Background: an optimization exercise with open tools, aiming at small area, a short achievable clock period and few clock cycles per item. Do not read the settings as production practice.
At most, simulation tests tie the RTL to the original design; equivalence was not proved.
Power is estimated from default activity; no workload was simulated.

==> v7 <==
==> flow/design.v <==
`timescale 1ns/1ps
`default_nettype none
package systolic_pkg;
	localparam int DATA_W = 8;
	localparam int N_ROWS = 3;
	localparam int N_COLS = 4;
	localparam int N_OBLI = N_ROWS + N_COLS - 1;
endpackage
`default_nettype wire
`timescale 1ns/1ps
`default_nettype none
module booth_cs (
	input wire logic [3:0] one,
	input wire logic [3:0] two,
	input wire logic [3:0] neg,
	input wire logic [7:0] o,
	output logic [7:0] s,
	output logic [7:0] c,
	output logic [1:0] e
);
	wire p0_0, p0_1, p0_2, p0_3, p0_4, p0_5, p0_6, p0_7, p1_0, p1_1, p1_2, p1_3, p1_4, p1_5, p2_0, p2_1, p2_2, p2_3, p3_0, p3_1;
	wire t1, t2, t3, t4, t5, t6, t7, t8, t9, t10, t11, t12, t13, t14, t15, t16, t17, t18, t19, t20, t21;
	assign p0_0 = ((one[0] & o[0]) | 1'b0) ^ neg[0];
	assign p0_1 = ((one[0] & o[1]) | (two[0] & o[0])) ^ neg[0];
	assign p0_2 = ((one[0] & o[2]) | (two[0] & o[1])) ^ neg[0];
	assign p0_3 = ((one[0] & o[3]) | (two[0] & o[2])) ^ neg[0];
	assign p0_4 = ((one[0] & o[4]) | (two[0] & o[3])) ^ neg[0];
	assign p0_5 = ((one[0] & o[5]) | (two[0] & o[4])) ^ neg[0];
	assign p0_6 = ((one[0] & o[6]) | (two[0] & o[5])) ^ neg[0];
	assign p0_7 = ((one[0] & o[7]) | (two[0] & o[6])) ^ neg[0];
	assign p1_0 = ((one[1] & o[0]) | 1'b0) ^ neg[1];
	assign p1_1 = ((one[1] & o[1]) | (two[1] & o[0])) ^ neg[1];
	assign p1_2 = ((one[1] & o[2]) | (two[1] & o[1])) ^ neg[1];
	assign p1_3 = ((one[1] & o[3]) | (two[1] & o[2])) ^ neg[1];
	assign p1_4 = ((one[1] & o[4]) | (two[1] & o[3])) ^ neg[1];
	assign p1_5 = ((one[1] & o[5]) | (two[1] & o[4])) ^ neg[1];
	assign p2_0 = ((one[2] & o[0]) | 1'b0) ^ neg[2];
	assign p2_1 = ((one[2] & o[1]) | (two[2] & o[0])) ^ neg[2];
	assign p2_2 = ((one[2] & o[2]) | (two[2] & o[1])) ^ neg[2];
	assign p2_3 = ((one[2] & o[3]) | (two[2] & o[2])) ^ neg[2];
	assign p3_0 = ((one[3] & o[0]) | 1'b0) ^ neg[3];
	assign p3_1 = ((one[3] & o[1]) | (two[3] & o[0])) ^ neg[3];
	assign t1 = neg[1] ^ p0_2;
	assign t2 = neg[1] & p0_2;
	assign t3 = p0_3 ^ p1_1;
	assign t4 = p0_3 & p1_1;
	assign t5 = neg[2] ^ p0_4 ^ p1_2;
	assign t6 = (neg[2] & p0_4) | (neg[2] & p1_2) | (p0_4 & p1_2);
	assign t7 = p2_0 ^ t4;
	assign t8 = p2_0 & t4;
	assign t9 = p0_5 ^ p1_3 ^ p2_1;
	assign t10 = (p0_5 & p1_3) | (p0_5 & p2_1) | (p1_3 & p2_1);
	assign t11 = t8 ^ t6;
	assign t12 = t8 & t6;
	assign t13 = neg[3] ^ p0_6 ^ p1_4;
	assign t14 = (neg[3] & p0_6) | (neg[3] & p1_4) | (p0_6 & p1_4);
	assign t15 = p2_2 ^ p3_0 ^ t10;
	assign t16 = (p2_2 & p3_0) | (p2_2 & t10) | (p3_0 & t10);
	assign t17 = t13 ^ t12;
	assign t18 = t13 & t12;
	assign t19 = p0_7 ^ p1_5;
	assign t20 = p2_3 ^ p3_1;
	assign t21 = t19 ^ t20;
	assign s[0] = p0_0;
	assign c[0] = neg[0];
	assign s[1] = p0_1;
	assign c[1] = 1'b0;
	assign s[2] = p1_0;
	assign c[2] = t1;
	assign s[3] = t2;
	assign c[3] = t3;
	assign s[4] = t5;
	assign c[4] = t7;
	assign s[5] = t9;
	assign c[5] = t11;
	assign s[6] = t15;
	assign c[6] = t17;
	assign s[7] = t21;
	assign c[7] = t14;
	assign e[0] = t16;
	assign e[1] = t18;
endmodule
module add4_cs (
	input wire logic [7:0] a_s,
	input wire logic [7:0] a_c,
	input wire logic [7:0] b_s,
	input wire logic [7:0] b_c,
	output logic [7:0] s,
	output logic [7:0] c
);
	wire t1, t2, t3, t4, t5, t6, t7, t8, t9, t10, t11, t12, t13, t14, t15, t16, t17, t18, t19, t20, t21, t22, t23, t24, t25, t26, t27, t28, t29, t30;
	assign t1 = a_s[0] ^ a_c[0] ^ b_s[0];
	assign t2 = (a_s[0] & a_c[0]) | (a_s[0] & b_s[0]) | (a_c[0] & b_s[0]);
	assign t3 = a_s[1] ^ a_c[1] ^ b_s[1];
	assign t4 = (a_s[1] & a_c[1]) | (a_s[1] & b_s[1]) | (a_c[1] & b_s[1]);
	assign t5 = b_c[1] ^ t2;
	assign t6 = b_c[1] & t2;
	assign t7 = a_s[2] ^ a_c[2] ^ b_s[2];
	assign t8 = (a_s[2] & a_c[2]) | (a_s[2] & b_s[2]) | (a_c[2] & b_s[2]);
	assign t9 = b_c[2] ^ t4 ^ t7;
	assign t10 = (b_c[2] & t4) | (b_c[2] & t7) | (t4 & t7);
	assign t11 = a_s[3] ^ a_c[3] ^ b_s[3];
	assign t12 = (a_s[3] & a_c[3]) | (a_s[3] & b_s[3]) | (a_c[3] & b_s[3]);
	assign t13 = b_c[3] ^ t8 ^ t11;
	assign t14 = (b_c[3] & t8) | (b_c[3] & t11) | (t8 & t11);
	assign t15 = a_s[4] ^ a_c[4] ^ b_s[4];
	assign t16 = (a_s[4] & a_c[4]) | (a_s[4] & b_s[4]) | (a_c[4] & b_s[4]);
	assign t17 = b_c[4] ^ t12 ^ t15;
	assign t18 = (b_c[4] & t12) | (b_c[4] & t15) | (t12 & t15);
	assign t19 = a_s[5] ^ a_c[5] ^ b_s[5];
	assign t20 = (a_s[5] & a_c[5]) | (a_s[5] & b_s[5]) | (a_c[5] & b_s[5]);
	assign t21 = b_c[5] ^ t16 ^ t19;
	assign t22 = (b_c[5] & t16) | (b_c[5] & t19) | (t16 & t19);
	assign t23 = a_s[6] ^ a_c[6] ^ b_s[6];
	assign t24 = (a_s[6] & a_c[6]) | (a_s[6] & b_s[6]) | (a_c[6] & b_s[6]);
	assign t25 = b_c[6] ^ t20 ^ t23;
	assign t26 = (b_c[6] & t20) | (b_c[6] & t23) | (t20 & t23);
	assign t27 = a_s[7] ^ a_c[7] ^ b_s[7];
	assign t28 = (a_s[7] & a_c[7]) | (a_s[7] & b_s[7]) | (a_c[7] & b_s[7]);
	assign t29 = b_c[7] ^ t24 ^ t27;
	assign t30 = (b_c[7] & t24) | (b_c[7] & t27) | (t24 & t27);
	assign s[0] = b_c[0];
	assign c[0] = t1;
	assign s[1] = t3;
	assign c[1] = t5;
	assign s[2] = t6;
	assign c[2] = t9;
	assign s[3] = t10;
	assign c[3] = t13;
	assign s[4] = t14;
	assign c[4] = t17;
	assign s[5] = t18;
	assign c[5] = t21;
	assign s[6] = t22;
	assign c[6] = t25;
	assign s[7] = t26;
	assign c[7] = t29;
endmodule
`default_nettype wire
`timescale 1ns/1ps
`default_nettype none
module systolic_top (
	input wire logic clk,
	input wire logic rst,
	input wire logic [23:0] horz_data,
	input wire logic [2:0] horz_we,
	output logic [2:0] horz_wrdy,
	input wire logic [47:0] obli_data,
	input wire logic [5:0] obli_we,
	output logic [5:0] obli_wrdy,
	output logic [7:0] dout,
	output logic dout_en
);
	logic [7:0] hl [3];
	logic [2:0] hl_e;
	logic [7:0] ol [6];
	logic [5:0] ol_e;
	logic [7:0] hw [3];
	logic [2:0] hw_v;
	logic [3:0] c0;
	logic s0_v, s1_v;
	logic [3:0] s0_c, s1_c;
	logic [7:0] p_s [3];
	logic [7:0] p_c [3];
	logic [1:0] p_e [3];
	logic a_d, v2_d;
	logic [7:0] q0, q1;
	logic [7:0] o_op [3];
	logic [7:0] m_s [3];
	logic [7:0] m_c [3];
	logic [1:0] m_e [3];
	logic [7:0] t_q0, t_q1, t_y;
	logic av0, av1, av2;
	logic adv, go0;
	logic [2:0] fin, hw_ld;
	logic [5:0] o_use;
	logic [3:0] enc_one [3];
	logic [3:0] enc_two [3];
	logic [3:0] enc_neg [3];
	assign s0_c = {c0[0], c0[3:1]};
	always_comb begin
		for (int r = 0; r < 3; r++) begin
			o_op[r] = '0;
		end
		av0 = 1'b0;
		av1 = 1'b0;
		av2 = 1'b0;
		for (int c = 0; c < 4; c++) begin
			o_op[0] = o_op[0] | ({8{c0[c]}} & ol[c]);
			o_op[1] = o_op[1] | ({8{s0_c[c]}} & ol[c + 1]);
			o_op[2] = o_op[2] | ({8{s1_c[c]}} & ol[c + 2]);
			av0 = av0 | (c0[c] & ~ol_e[c]);
			av1 = av1 | (s0_c[c] & ~ol_e[c + 1]);
			av2 = av2 | (s1_c[c] & ~ol_e[c + 2]);
		end
		av0 = av0 & hw_v[0];
		av1 = av1 & hw_v[1];
		av2 = av2 & hw_v[2];
		adv = ~(~c0[0] & ~av0) & ~(s0_v & ~av1) & ~(s1_v & ~av2);
		go0 = adv & av0;
		o_use = '0;
		for (int c = 0; c < 4; c++) begin
			o_use[c] = o_use[c] | (go0 & c0[c]);
			o_use[c + 1] = o_use[c + 1] | (adv & s0_v & s0_c[c]);
			o_use[c + 2] = o_use[c + 2] | (adv & s1_v & s1_c[c]);
		end
		fin[0] = go0 & c0[3];
		fin[1] = adv & s0_v & s0_c[3];
		fin[2] = adv & s1_v & s1_c[3];
		for (int r = 0; r < 3; r++) begin
			hw_ld[r] = ~hl_e[r] & (~hw_v[r] | fin[r]);
		end
	end
	assign t_q0 = p_s[0] + p_c[0];
	assign t_q1 = q0 + p_s[1] + p_c[1];
	assign t_y = q1 + p_s[2] + p_c[2];
	always_comb begin
		for (int r = 0; r < 3; r++) begin
			for (int i = 0; i < 4; i++) begin
				logic b2, b1, b0;
				b2 = hw[r][2*i+1];
				b1 = hw[r][2*i];
				b0 = (i == 0) ? 1'b0 : hw[r][2*i-1];
				enc_one[r][i] = b1 ^ b0;
				enc_two[r][i] = (b2 & ~b1 & ~b0) | (~b2 & b1 & b0);
				enc_neg[r][i] = b2 & ~(b1 & b0);
			end
		end
	end
	always_ff @(posedge clk) begin
		if (!rst) begin
			hl_e <= '1;
			ol_e <= '1;
			hw_v <= '0;
			c0 <= 4'b0001;
			s0_v <= 1'b0;
			s1_v <= 1'b0;
			a_d <= 1'b0;
			v2_d <= 1'b0;
			dout_en <= 1'b0;
		end else begin
			hl_e <= (hl_e & ~horz_we) | hw_ld;
			ol_e <= (ol_e & ~obli_we) | o_use;
			hw_v <= hw_ld | (hw_v & ~fin);
			if (go0) c0 <= {c0[2:0], c0[3]};
			if (adv) begin
				s0_v <= go0;
				s1_v <= s0_v;
			end
			a_d <= adv;
			v2_d <= adv & s1_v;
			dout_en <= v2_d;
		end
	end
	always_ff @(posedge clk) begin
		for (int r = 0; r < 3; r++) begin
			if (horz_we[r]) hl[r] <= horz_data[8*r +: 8];
			if (hw_ld[r]) hw[r] <= hl[r];
			p_s[r] <= m_s[r];
			p_c[r] <= m_c[r];
			p_e[r] <= m_e[r];
		end
		for (int k = 0; k < 6; k++) begin
			if (obli_we[k]) ol[k] <= obli_data[8*k +: 8];
		end
		if (adv) begin
			s1_c <= s0_c;
		end
		if (a_d) begin
			q0 <= t_q0 ^ {^p_e[0], 7'd0};
			q1 <= t_q1 ^ {^p_e[1], 7'd0};
		end
		dout <= t_y ^ {^p_e[2], 7'd0};
	end
	for (genvar r = 0; r < 3; r++) begin : g_row
		booth_cs u_mul (
			.one(enc_one[r]),
			.two(enc_two[r]),
			.neg(enc_neg[r]),
			.o(o_op[r]),
			.s(m_s[r]),
			.c(m_c[r]),
			.e(m_e[r])
		);
	end
	assign horz_wrdy = hl_e;
	assign obli_wrdy = ol_e;
endmodule
`default_nettype wire
==> flow/flow/run.sh <==
#!/bin/bash
# Standard layout (the standard.sh: standard synthesis through finish),
# with one change: ports get a small plain buffer (buf_1/buf_2) rather than
# the delay buffer buffer_ports picks by default. Every input and output port
# is still buffered, and the resizer may still upsize these buffers.
set -euo pipefail
export BUFFER_PORTS_ARGS="-buffer_cell sky130_fd_sc_hd__buf_1"
bash standard.sh finish > standard_sh.log 2>&1
==> flow/standard.sh <==
#!/bin/bash
# synth_recipe.tcl (not shown) runs the flow's synth.tcl, then flattens the netlist and writes it again
# the make line also repeats each setting of config.mk as NAME=value (left out here)
make -C /OpenROAD-flow-scripts/flow DESIGN_CONFIG=/design/flow/config.mk WORK_HOME=/design/flow/orfs CLKGATE_MAP_FILE= SYNTH_SCRIPT=/design/flow/synth_recipe.tcl "${@:-finish}"
==> flow/config.mk <==
export PLATFORM = sky130hd
export DESIGN_NAME = systolic_top
export DESIGN_NICKNAME = systolic_top
export VERILOG_FILES = /design/flow/design.v
export SDC_FILE = /design/flow/constraint.sdc
export NUM_CORES = 4
export LEC_CHECK = 0
export CAP_MARGIN = 20
export CORE_MARGIN = 2
export CORE_UTILIZATION = 40
export CTS_BUF_LIST = sky130_fd_sc_hd__clkbuf_8
export CTS_CLUSTER_DIAMETER = 50
export CTS_CLUSTER_SIZE = 20
export SETUP_SLACK_MARGIN = 2.6
export SLEW_MARGIN = 20
==> flow/constraint.sdc <==
create_clock -name core_clock -period 5.0 [get_ports {clk}]
set_input_delay 1.0000 -clock core_clock [delete_from_list [all_inputs] [get_ports {clk}]]
set_output_delay 1.0000 -clock core_clock [all_outputs]
set_load 0.01 [all_outputs]
==> v14 (differences from v7) <==
--- a/flow/design.v
+++ b/flow/design.v
@@ -177,7 +177,6 @@
 	logic [3:0] enc_one [3];
 	logic [3:0] enc_two [3];
 	logic [3:0] enc_neg [3];
-	assign s0_c = {c0[0], c0[3:1]};
 	always_comb begin
 		for (int r = 0; r < 3; r++) begin
 			o_op[r] = '0;
@@ -264,6 +263,7 @@
 			if (obli_we[k]) ol[k] <= obli_data[8*k +: 8];
 		end
 		if (adv) begin
+			s0_c <= c0;
 			s1_c <= s0_c;
 		end
 		if (a_d) begin
==> flow/run.sh (new file) <==
#!/bin/bash
# synth_recipe.tcl (not shown) runs the flow's synth.tcl, then flattens the netlist and writes it again
# the make line also repeats each setting of config.mk as NAME=value (left out here)
make -C /OpenROAD-flow-scripts/flow DESIGN_CONFIG=/design/flow/config.mk WORK_HOME=/design/flow/orfs CLKGATE_MAP_FILE= SYNTH_SCRIPT=/design/flow/synth_recipe.tcl finish
Settings changed: CTS_BUF_LIST sky130_fd_sc_hd__clkbuf_8 to unset, CTS_CLUSTER_DIAMETER 50 to unset, CTS_CLUSTER_SIZE 20 to unset.
removed: flow/flow/run.sh
removed: flow/standard.sh
==> v35 (differences from v7) <==
==> flow/design.v, changed modules only <==
module booth_cs (
	input wire logic [3:0] one,
	input wire logic [3:0] two,
	input wire logic [3:0] neg,
	input wire logic [7:0] o,
	output logic [7:0] s,
	output logic [7:0] c
);
	wire p0_0, p0_1, p0_2, p0_3, p0_4, p0_5, p0_6, p0_7, p1_0, p1_1, p1_2, p1_3, p1_4, p1_5, p2_0, p2_1, p2_2, p2_3, p3_0, p3_1;
	wire t1, t2, t3, t4, t5, t6, t7, t8, t9, t10, t11, t12, t13, t14, t15, t16, t17, t18, t19, t20, t21, t22, t23, t24;
	assign p0_0 = ((one[0] & o[0]) | 1'b0) ^ neg[0];
	assign p0_1 = ((one[0] & o[1]) | (two[0] & o[0])) ^ neg[0];
	assign p0_2 = ((one[0] & o[2]) | (two[0] & o[1])) ^ neg[0];
	assign p0_3 = ((one[0] & o[3]) | (two[0] & o[2])) ^ neg[0];
	assign p0_4 = ((one[0] & o[4]) | (two[0] & o[3])) ^ neg[0];
	assign p0_5 = ((one[0] & o[5]) | (two[0] & o[4])) ^ neg[0];
	assign p0_6 = ((one[0] & o[6]) | (two[0] & o[5])) ^ neg[0];
	assign p0_7 = ((one[0] & o[7]) | (two[0] & o[6])) ^ neg[0];
	assign p1_0 = ((one[1] & o[0]) | 1'b0) ^ neg[1];
	assign p1_1 = ((one[1] & o[1]) | (two[1] & o[0])) ^ neg[1];
	assign p1_2 = ((one[1] & o[2]) | (two[1] & o[1])) ^ neg[1];
	assign p1_3 = ((one[1] & o[3]) | (two[1] & o[2])) ^ neg[1];
	assign p1_4 = ((one[1] & o[4]) | (two[1] & o[3])) ^ neg[1];
	assign p1_5 = ((one[1] & o[5]) | (two[1] & o[4])) ^ neg[1];
	assign p2_0 = ((one[2] & o[0]) | 1'b0) ^ neg[2];
	assign p2_1 = ((one[2] & o[1]) | (two[2] & o[0])) ^ neg[2];
	assign p2_2 = ((one[2] & o[2]) | (two[2] & o[1])) ^ neg[2];
	assign p2_3 = ((one[2] & o[3]) | (two[2] & o[2])) ^ neg[2];
	assign p3_0 = ((one[3] & o[0]) | 1'b0) ^ neg[3];
	assign p3_1 = ((one[3] & o[1]) | (two[3] & o[0])) ^ neg[3];
	assign t1 = neg[1] ^ p0_2;
	assign t2 = neg[1] & p0_2;
	assign t3 = p0_3 ^ p1_1;
	assign t4 = p0_3 & p1_1;
	assign t5 = neg[2] ^ p0_4 ^ p1_2;
	assign t6 = (neg[2] & p0_4) | (neg[2] & p1_2) | (p0_4 & p1_2);
	assign t7 = p2_0 ^ t4;
	assign t8 = p2_0 & t4;
	assign t9 = p0_5 ^ p1_3 ^ p2_1;
	assign t10 = (p0_5 & p1_3) | (p0_5 & p2_1) | (p1_3 & p2_1);
	assign t11 = t8 ^ t6;
	assign t12 = t8 & t6;
	assign t13 = neg[3] ^ p0_6 ^ p1_4;
	assign t14 = (neg[3] & p0_6) | (neg[3] & p1_4) | (p0_6 & p1_4);
	assign t15 = p2_2 ^ p3_0 ^ t10;
	assign t16 = (p2_2 & p3_0) | (p2_2 & t10) | (p3_0 & t10);
	assign t17 = t13 ^ t12;
	assign t18 = t13 & t12;
	assign t19 = p0_7 ^ p1_5 ^ p2_3;
	assign t20 = (p0_7 & p1_5) | (p0_7 & p2_3) | (p1_5 & p2_3);
	assign t21 = p3_1 ^ t14 ^ t19;
	assign t22 = (p3_1 & t14) | (p3_1 & t19) | (t14 & t19);
	assign t23 = t16 ^ t18;
	assign t24 = t16 & t18;
	assign s[0] = p0_0;
	assign c[0] = neg[0];
	assign s[1] = p0_1;
	assign c[1] = 1'b0;
	assign s[2] = p1_0;
	assign c[2] = t1;
	assign s[3] = t2;
	assign c[3] = t3;
	assign s[4] = t5;
	assign c[4] = t7;
	assign s[5] = t9;
	assign c[5] = t11;
	assign s[6] = t15;
	assign c[6] = t17;
	assign s[7] = t21;
	assign c[7] = t23;
endmodule
module systolic_top (
	input wire logic clk,
	input wire logic rst,
	input wire logic [23:0] horz_data,
	input wire logic [2:0] horz_we,
	output logic [2:0] horz_wrdy,
	input wire logic [47:0] obli_data,
	input wire logic [5:0] obli_we,
	output logic [5:0] obli_wrdy,
	output logic [7:0] dout,
	output logic dout_en
);
	logic [7:0] hl [3];
	logic [2:0] hl_e;
	logic [7:0] ol [6];
	logic [5:0] ol_e;
	logic [3:0] hw_one [3];
	logic [3:0] hw_two [3];
	logic [3:0] hw_neg [3];
	logic [2:0] hw_v;
	logic [3:0] c0;
	logic s0_v, s1_v;
	logic [3:0] s0_c, s1_c;
	logic [7:0] p_s [3];
	logic [7:0] p_c [3];
	logic a_d, v2_d;
	logic [7:0] q0, q1;
	logic [7:0] o_op [3];
	logic [7:0] m_s [3];
	logic [7:0] m_c [3];
	logic av0, av1, av2;
	logic adv, go0;
	logic [2:0] fin, hw_ld;
	logic [5:0] o_use;
	logic [3:0] enc_one [3];
	logic [3:0] enc_two [3];
	logic [3:0] enc_neg [3];
	always_comb begin
		for (int r = 0; r < 3; r++) begin
			o_op[r] = '0;
		end
		av0 = 1'b0;
		av1 = 1'b0;
		av2 = 1'b0;
		for (int c = 0; c < 4; c++) begin
			o_op[0] = o_op[0] | ({8{c0[c]}} & ol[c]);
			o_op[1] = o_op[1] | ({8{s0_c[c]}} & ol[c + 1]);
			o_op[2] = o_op[2] | ({8{s1_c[c]}} & ol[c + 2]);
			av0 = av0 | (c0[c] & ~ol_e[c]);
			av1 = av1 | (s0_c[c] & ~ol_e[c + 1]);
			av2 = av2 | (s1_c[c] & ~ol_e[c + 2]);
		end
		av0 = av0 & hw_v[0];
		av1 = av1 & hw_v[1];
		av2 = av2 & hw_v[2];
		adv = ~(~c0[0] & ~av0) & ~(s0_v & ~av1) & ~(s1_v & ~av2);
		go0 = adv & av0;
		o_use = '0;
		for (int c = 0; c < 4; c++) begin
			o_use[c] = o_use[c] | (go0 & c0[c]);
			o_use[c + 1] = o_use[c + 1] | (adv & s0_v & s0_c[c]);
			o_use[c + 2] = o_use[c + 2] | (adv & s1_v & s1_c[c]);
		end
		fin[0] = go0 & c0[3];
		fin[1] = adv & s0_v & s0_c[3];
		fin[2] = adv & s1_v & s1_c[3];
		for (int r = 0; r < 3; r++) begin
			hw_ld[r] = ~hl_e[r] & (~hw_v[r] | fin[r]);
		end
	end
	always_comb begin
		for (int r = 0; r < 3; r++) begin
			for (int i = 0; i < 4; i++) begin
				logic b2, b1, b0;
				b2 = hl[r][2*i+1];
				b1 = hl[r][2*i];
				b0 = (i == 0) ? 1'b0 : hl[r][2*i-1];
				enc_one[r][i] = b1 ^ b0;
				enc_two[r][i] = (b2 & ~b1 & ~b0) | (~b2 & b1 & b0);
				enc_neg[r][i] = b2 & ~(b1 & b0);
			end
		end
	end
	always_ff @(posedge clk) begin
		if (!rst) begin
			hl_e <= '1;
			ol_e <= '1;
			hw_v <= '0;
			c0 <= 4'b0001;
			s0_v <= 1'b0;
			s1_v <= 1'b0;
			a_d <= 1'b0;
			v2_d <= 1'b0;
			dout_en <= 1'b0;
		end else begin
			hl_e <= (hl_e & ~horz_we) | hw_ld;
			ol_e <= (ol_e & ~obli_we) | o_use;
			hw_v <= hw_ld | (hw_v & ~fin);
			if (go0) c0 <= {c0[2:0], c0[3]};
			if (adv) begin
				s0_v <= go0;
				s1_v <= s0_v;
			end
			a_d <= adv;
			v2_d <= adv & s1_v;
			dout_en <= v2_d;
		end
	end
	always_ff @(posedge clk) begin
		for (int r = 0; r < 3; r++) begin
			if (horz_we[r]) hl[r] <= horz_data[8*r +: 8];
			if (hw_ld[r]) begin
				hw_one[r] <= enc_one[r];
				hw_two[r] <= enc_two[r];
				hw_neg[r] <= enc_neg[r];
			end
			p_s[r] <= m_s[r];
			p_c[r] <= m_c[r];
		end
		for (int k = 0; k < 6; k++) begin
			if (obli_we[k]) ol[k] <= obli_data[8*k +: 8];
		end
		if (adv) begin
			s0_c <= c0;
			s1_c <= s0_c;
		end
		if (a_d) begin
			q0 <= p_s[0] + p_c[0];
			q1 <= q0 + p_s[1] + p_c[1];
		end
		dout <= q1 + p_s[2] + p_c[2];
	end
	for (genvar r = 0; r < 3; r++) begin : g_row
		booth_cs u_mul (
			.one(hw_one[r]),
			.two(hw_two[r]),
			.neg(hw_neg[r]),
			.o(o_op[r]),
			.s(m_s[r]),
			.c(m_c[r])
		);
	end
	assign horz_wrdy = hl_e;
	assign obli_wrdy = ol_e;
endmodule
==> flow/run.sh (new file) <==
#!/bin/bash
# synth_recipe.tcl (not shown) runs the flow's synth.tcl, then flattens the netlist and writes it again
# the make line also repeats each setting of config.mk as NAME=value (left out here)
make -C /OpenROAD-flow-scripts/flow DESIGN_CONFIG=/design/flow/config.mk WORK_HOME=/design/flow/orfs CLKGATE_MAP_FILE= SYNTH_SCRIPT=/design/flow/synth_recipe.tcl finish
Settings changed: CTS_BUF_LIST sky130_fd_sc_hd__clkbuf_8 to unset, CTS_CLUSTER_DIAMETER 50 to unset, CTS_CLUSTER_SIZE 20 to unset, SETUP_SLACK_MARGIN 2.6 to unset.
removed: flow/flow/run.sh
removed: flow/standard.sh
==> v31 (differences from v7) <==
--- a/flow/design.v
+++ b/flow/design.v
@@ -177,7 +177,6 @@
 	logic [3:0] enc_one [3];
 	logic [3:0] enc_two [3];
 	logic [3:0] enc_neg [3];
-	assign s0_c = {c0[0], c0[3:1]};
 	always_comb begin
 		for (int r = 0; r < 3; r++) begin
 			o_op[r] = '0;
@@ -264,6 +263,7 @@
 			if (obli_we[k]) ol[k] <= obli_data[8*k +: 8];
 		end
 		if (adv) begin
+			s0_c <= c0;
 			s1_c <= s0_c;
 		end
 		if (a_d) begin
Settings changed: CTS_BUF_LIST sky130_fd_sc_hd__clkbuf_8 to unset, CTS_CLUSTER_DIAMETER 50 to 100, CTS_CLUSTER_SIZE 20 to 40.
==> comparison <==
Against v7, the flip-flop and latch count of v14 is higher by 4.
First-iteration DRC count, lowest first: v7, v31, v14, v35.
Final area, lowest first: v7, v31, v35, v14.
The lowest via count belongs to v7, the highest to v14.
Worst hold slack: v7 < v31 < v14 < v35.
Power: v35 is higher than v7 (20%).
Critical path depth, highest first: v35, v7, v14, v31.
Synthesized cell count: v35 is larger than v7 (about 0.28%).
Testbench counts of v7, summed over its fixed seeds: cycles 3,917, sets 960.
Testbench counts of v35, summed over its fixed seeds: cycles 3,917, sets 960.
Only the layout flow was run in v14 and v31; the RTL was not checked for function there.

-- separate check: timing with driven ports --
How much do the figures lean on ideal ports? The routed layouts below were timed once more, with nothing changed but the port constraints.
Step 1 sets driving cells, clkbuf_16 on the clock port and buf_2 on the other inputs (assumed; they add their load-dependent delay and slew).
Step 2 adds t to the input delays and takes it off the output delays; t is the mean of the earliest and latest rising clock arrival at the registers after step 1. Input paths then give back, and output paths get back, about the clock's delay inside the block.
Slacks: ideal ports / drivers / drivers and shift; pairs: ideal ports / drivers.
run | t, ns | setup WS [ns] | latest minus earliest clock arrival (ns) | slew at the worst register clock pin (ns)
v7 | 0.506 | 2.630 / 2.630 / 2.630 | 0.018 / 0.018 | 0.11 / 0.11
v14 | 0.476 | 2.617 / 2.574 / 2.295 | 0.013 / 0.013 | 0.08 / 0.08
v35 | 0.552 | 1.979 / 1.979 / 1.979 | 0.015 / 0.015 | 0.06 / 0.06
v31 | 0.466 | 2.650 / 2.650 / 2.472 | 0.011 / 0.011 | 0.07 / 0.07
After both steps setup and hold are still met in every run listed. The setup slack of v14, which loses most, moves by -0.043 ns with the drivers and by -0.322 ns with both steps.
